This design comes from an exercise in tuning for small area and a short achievable clock period on the open sky130 flow, not from production work. RTL that was checked went through simulation tests only; none was proved equivalent to the original. Power figures rest on the tool's default switching activity, not on a simulated workload.

## redundant_alu_core
module redundant_alu_core #(
  parameter int LANES = 5
) (
  input  logic                       clk,
  input  logic                       reset,
  input  logic                       op_valid,
  input  alu_pkg::alu_op_t           alu_op,
  input  alu_pkg::reg_addr_t         ra1,
  input  alu_pkg::reg_addr_t         ra2,
  input  alu_pkg::reg_addr_t         wa,
  input  logic                       write_en,
  input  logic                       use_imm,
  input  alu_pkg::imm_t              imm,
  input  logic [$clog2(LANES)-1:0]   fault_lane,
  input  alu_pkg::word_t             fault_bits,
  output logic                       result_valid,
  output alu_pkg::word_t             result,
  output logic                       zero,
  output logic [LANES-1:0]           lane_ok
);
==> flow/config.mk <==
export PLATFORM = sky130hd
export DESIGN_NAME = redundant_alu_core
export DESIGN_NICKNAME = redundant_alu_core
export VERILOG_FILES = /design/flow/design.v
export SDC_FILE = /design/flow/constraint.sdc
export NUM_CORES = 4
export LEC_CHECK = 0
export ABC_CLOCK_PERIOD_IN_PS = 3000
export CAP_MARGIN = 20
export CORE_MARGIN = 2
export CORE_UTILIZATION = 40
export SETUP_SLACK_MARGIN = 5
export SLEW_MARGIN = 20
export TNS_END_PERCENT = 10
==> flow/constraint.sdc <==
create_clock -name core_clock -period 8.0 [get_ports {clk}]
set_input_delay 1.6000 -clock core_clock [delete_from_list [all_inputs] [get_ports {clk}]]
set_output_delay 1.6000 -clock core_clock [all_outputs]
set_load 0.01 [all_outputs]
standard.sh (not shown) runs the stock make flow with config.mk's settings and CLKGATE_MAP_FILE= SYNTH_SCRIPT=/design/flow/synth_recipe.tcl, a recipe that flattens the netlist after the stock synthesis.
==> flow/flow/run.sh <==
#!/bin/bash
# The standard layout, with plain buffers on the ports (instead of the
# delay cells buffer_ports picks on its own), the resizer free to swap a
# cell for any cell of the same function, not just one of the same
# footprint, and a clock tree with larger sink clusters and no dummy loads.
set -euo pipefail
bash standard.sh MATCH_CELL_FOOTPRINT=0 \
  "BUFFER_PORTS_ARGS=-buffer_cell sky130_fd_sc_hd__buf_2" \
  "CTS_ARGS=-sink_clustering_enable -repair_clock_nets -dont_use_dummy_load -sink_clustering_size 22 -sink_clustering_max_diameter 100" \
  finish > standard_make.log 2>&1
Rerun with:
==> flow/flow/run.sh (replaced) <==
#!/bin/bash
# The standard layout, with plain buffers on the ports (instead of the
# delay cells buffer_ports picks on its own) and the resizer free to swap a
# cell for any cell of the same function, not just one of the same footprint.
set -euo pipefail
bash standard.sh MATCH_CELL_FOOTPRINT=0 "BUFFER_PORTS_ARGS=-buffer_cell sky130_fd_sc_hd__buf_2" finish > standard_make.log 2>&1
After rerunning: Total power rises by 22%. Cell area rises by 5.1%. Combinational power barely changes. Sequential power barely changes.


Another version of the RTL of redundant_alu_core (not shown whole).
Size: roughly 4000 cells after synthesis, roughly 110 I/O pins, about 51000 um^2 of cells after synthesis.
clock: 8.0 ns
lec_check: 0
cap_margin: 20
core_margin: 2
core_utilization: 40
setup_slack_margin: 5
slew_margin: 20
tns_end_percent: 15
==> flow/flow/run.sh <==
#!/bin/bash
# The standard layout, with plain buffers on the ports (instead of the
# delay cells buffer_ports picks on its own), the resizer free to swap a
# cell for any cell of the same function, not just one of the same
# footprint, and a clock tree with larger sink clusters and no dummy loads.
set -euo pipefail
bash standard.sh MATCH_CELL_FOOTPRINT=0 \
  "BUFFER_PORTS_ARGS=-buffer_cell sky130_fd_sc_hd__buf_2" \
  "CTS_ARGS=-sink_clustering_enable -repair_clock_nets -dont_use_dummy_load -sink_clustering_size 22 -sink_clustering_max_diameter 100" \
  finish > standard_make.log 2>&1
The starting point passed the timing, DRC and antenna checks.
Edit:
--- a/flow/config.mk
+++ b/flow/config.mk
@@ -7,2 +7,3 @@
 export LEC_CHECK = 0
+export ABC_CLOCK_PERIOD_IN_PS = 3000
 export CAP_MARGIN = 20
@@ -12,2 +13,2 @@
 export SLEW_MARGIN = 20
-export TNS_END_PERCENT = 15
+export TNS_END_PERCENT = 5
- The new run completed with no timing, DRC or antenna violations
- power went down by about 0.6%
- combinational power came out lower by about 6%
- cell count decreases by 2.4%
- setup slack got worse by 0.12 ns
- fmax came out lower by about 3.5%
- first-iteration DRC count fell by about 2.5%
- worst hold slack gets worse by 0.030 ns


Another version of the RTL of redundant_alu_core (not shown whole).
Size: roughly 3800 cells after synthesis, ~110 I/O pins.
clock: 8.0 ns
lec_check: 0
abc_clock_period_in_ps: 3000
cap_margin: 20
core_margin: 2
core_utilization: 40
slew_margin: 20
run.sh (not shown) runs the stock make flow with config.mk's settings and CLKGATE_MAP_FILE= SYNTH_SCRIPT=/design/flow/synth_recipe.tcl, a recipe that flattens the netlist after the stock synthesis.
Stock flow here: none of the scripts above is used.
The first run finished with timing, DRC and antenna clean.
Then changed:
SETUP_SLACK_MARGIN = 4.5   (was unset)
TNS_END_PERCENT = 10   (was unset)
Result: The changed run finished with timing, DRC and antenna clean; die area does not change; via count went up by a few percent; global-route usage rose by 1.8 points; total power climbs by about a fifth; setup slack gets better by 1.4 ns; core utilization increases by 2.9 points.
No functional check of the RTL was part of any run of this note.


== job 101 ==
redundant_alu_core, a different RTL version from the one above (not shown whole).
Size: ~3800 cells after synthesis, ~110 I/O pins.
Settings: LEC_CHECK=0, ABC_CLOCK_PERIOD_IN_PS=3000, CAP_MARGIN=20, CORE_MARGIN=2, CORE_UTILIZATION=55, SETUP_SLACK_MARGIN=4.5, SLEW_MARGIN=20, TNS_END_PERCENT=10; clock period 8.0 ns.
#### Input delta (job 102 over job 101)
- changing CORE_UTILIZATION from 55 to 40
Findings:
Register-to-register slack: job 102 better than job 101. Looking at combinational share of power, job 102 sits 1.3 points lower than job 101 does. Diff job 102..job 101 | multi-input combinational cell count | negligible. Compared job 102 vs job 101, and area added between synthesis and finish is up in job 102. Job 102 gives less routing usage on met2 than job 101 did. Compared with job 101, job 102 shows a worst path buffer plus inverter count that is 1 lower. The lower final period demand of the worst path came out of job 102. [compare] base=job 101 new=job 102: detailed-route wire length dropped 3800 um; leakage dissipation climbed 0.93%. u_operand_fetch.ex_b[9]$_DFF_P_ as the startpoint of the most critical setup path was reported by job 102, and u_operand_fetch.ex_b[7]$_DFF_P_ by job 101.
No run of this note included a check of the RTL's function; only the layout flow was run.

separate check: timing with driven ports:
How much do the figures lean on ideal ports? The routed layouts below were timed once more, with nothing changed but the port constraints. Step 1 assumes that a clkbuf_16 drives the clock port and a buf_2 every other input. Step 2 times the ports against the registers' clock, not the clock port: input delays grow and output delays shrink by t, the midpoint of the rising clock arrivals with the driver on. Three values: ideal ports, drivers, drivers and shift; two values: the first two.
| run | shift t [ns] | setup slack, ns | hold WS [ns] | worst register clock-pin slew, ns | cell pins on the clock port's net |
|---|---|---|---|---|---|
| the first run of note 1 | 0.786 | 4.435 / 4.358 / 3.757 | 0.360 / 0.360 / 0.360 | 0.10 / 0.10 | 1 |
| the second run of note 1 | 0.820 | 4.511 / 4.511 / 3.790 | 0.356 / 0.356 / 0.356 | 0.07 / 0.07 | 1 |
| the first run of note 2 | 0.788 | 4.598 / 4.598 / 3.816 | 0.408 / 0.408 / 0.408 | 0.10 / 0.10 | 1 |
| the second run of note 2 | 0.797 | 4.474 / 4.478 / 3.681 | 0.378 / 0.378 / 0.378 | 0.10 / 0.10 | 1 |
| the first run of note 3 | 0.782 | 2.315 / 2.364 / 1.582 | 0.485 / 0.485 / 0.485 | 0.07 / 0.07 | 1 |
| the second run of note 3 | 0.808 | 3.731 / 3.731 / 3.070 | 0.544 / 0.544 / 0.544 | 0.08 / 0.08 | 1 |
| job 101 | 0.799 | 4.107 / 4.097 / 3.383 | 0.349 / 0.349 / 0.349 | 0.08 / 0.08 | 1 |
| job 102 | 0.803 | 4.196 / 4.144 / 3.494 | 0.330 / 0.330 / 0.330 | 0.07 / 0.07 | 1 |
After both steps every run listed still meets setup and hold. For the second run of note 2, which loses most, drivers alone change the setup slack by +0.004 ns; drivers and shift together by -0.793 ns.
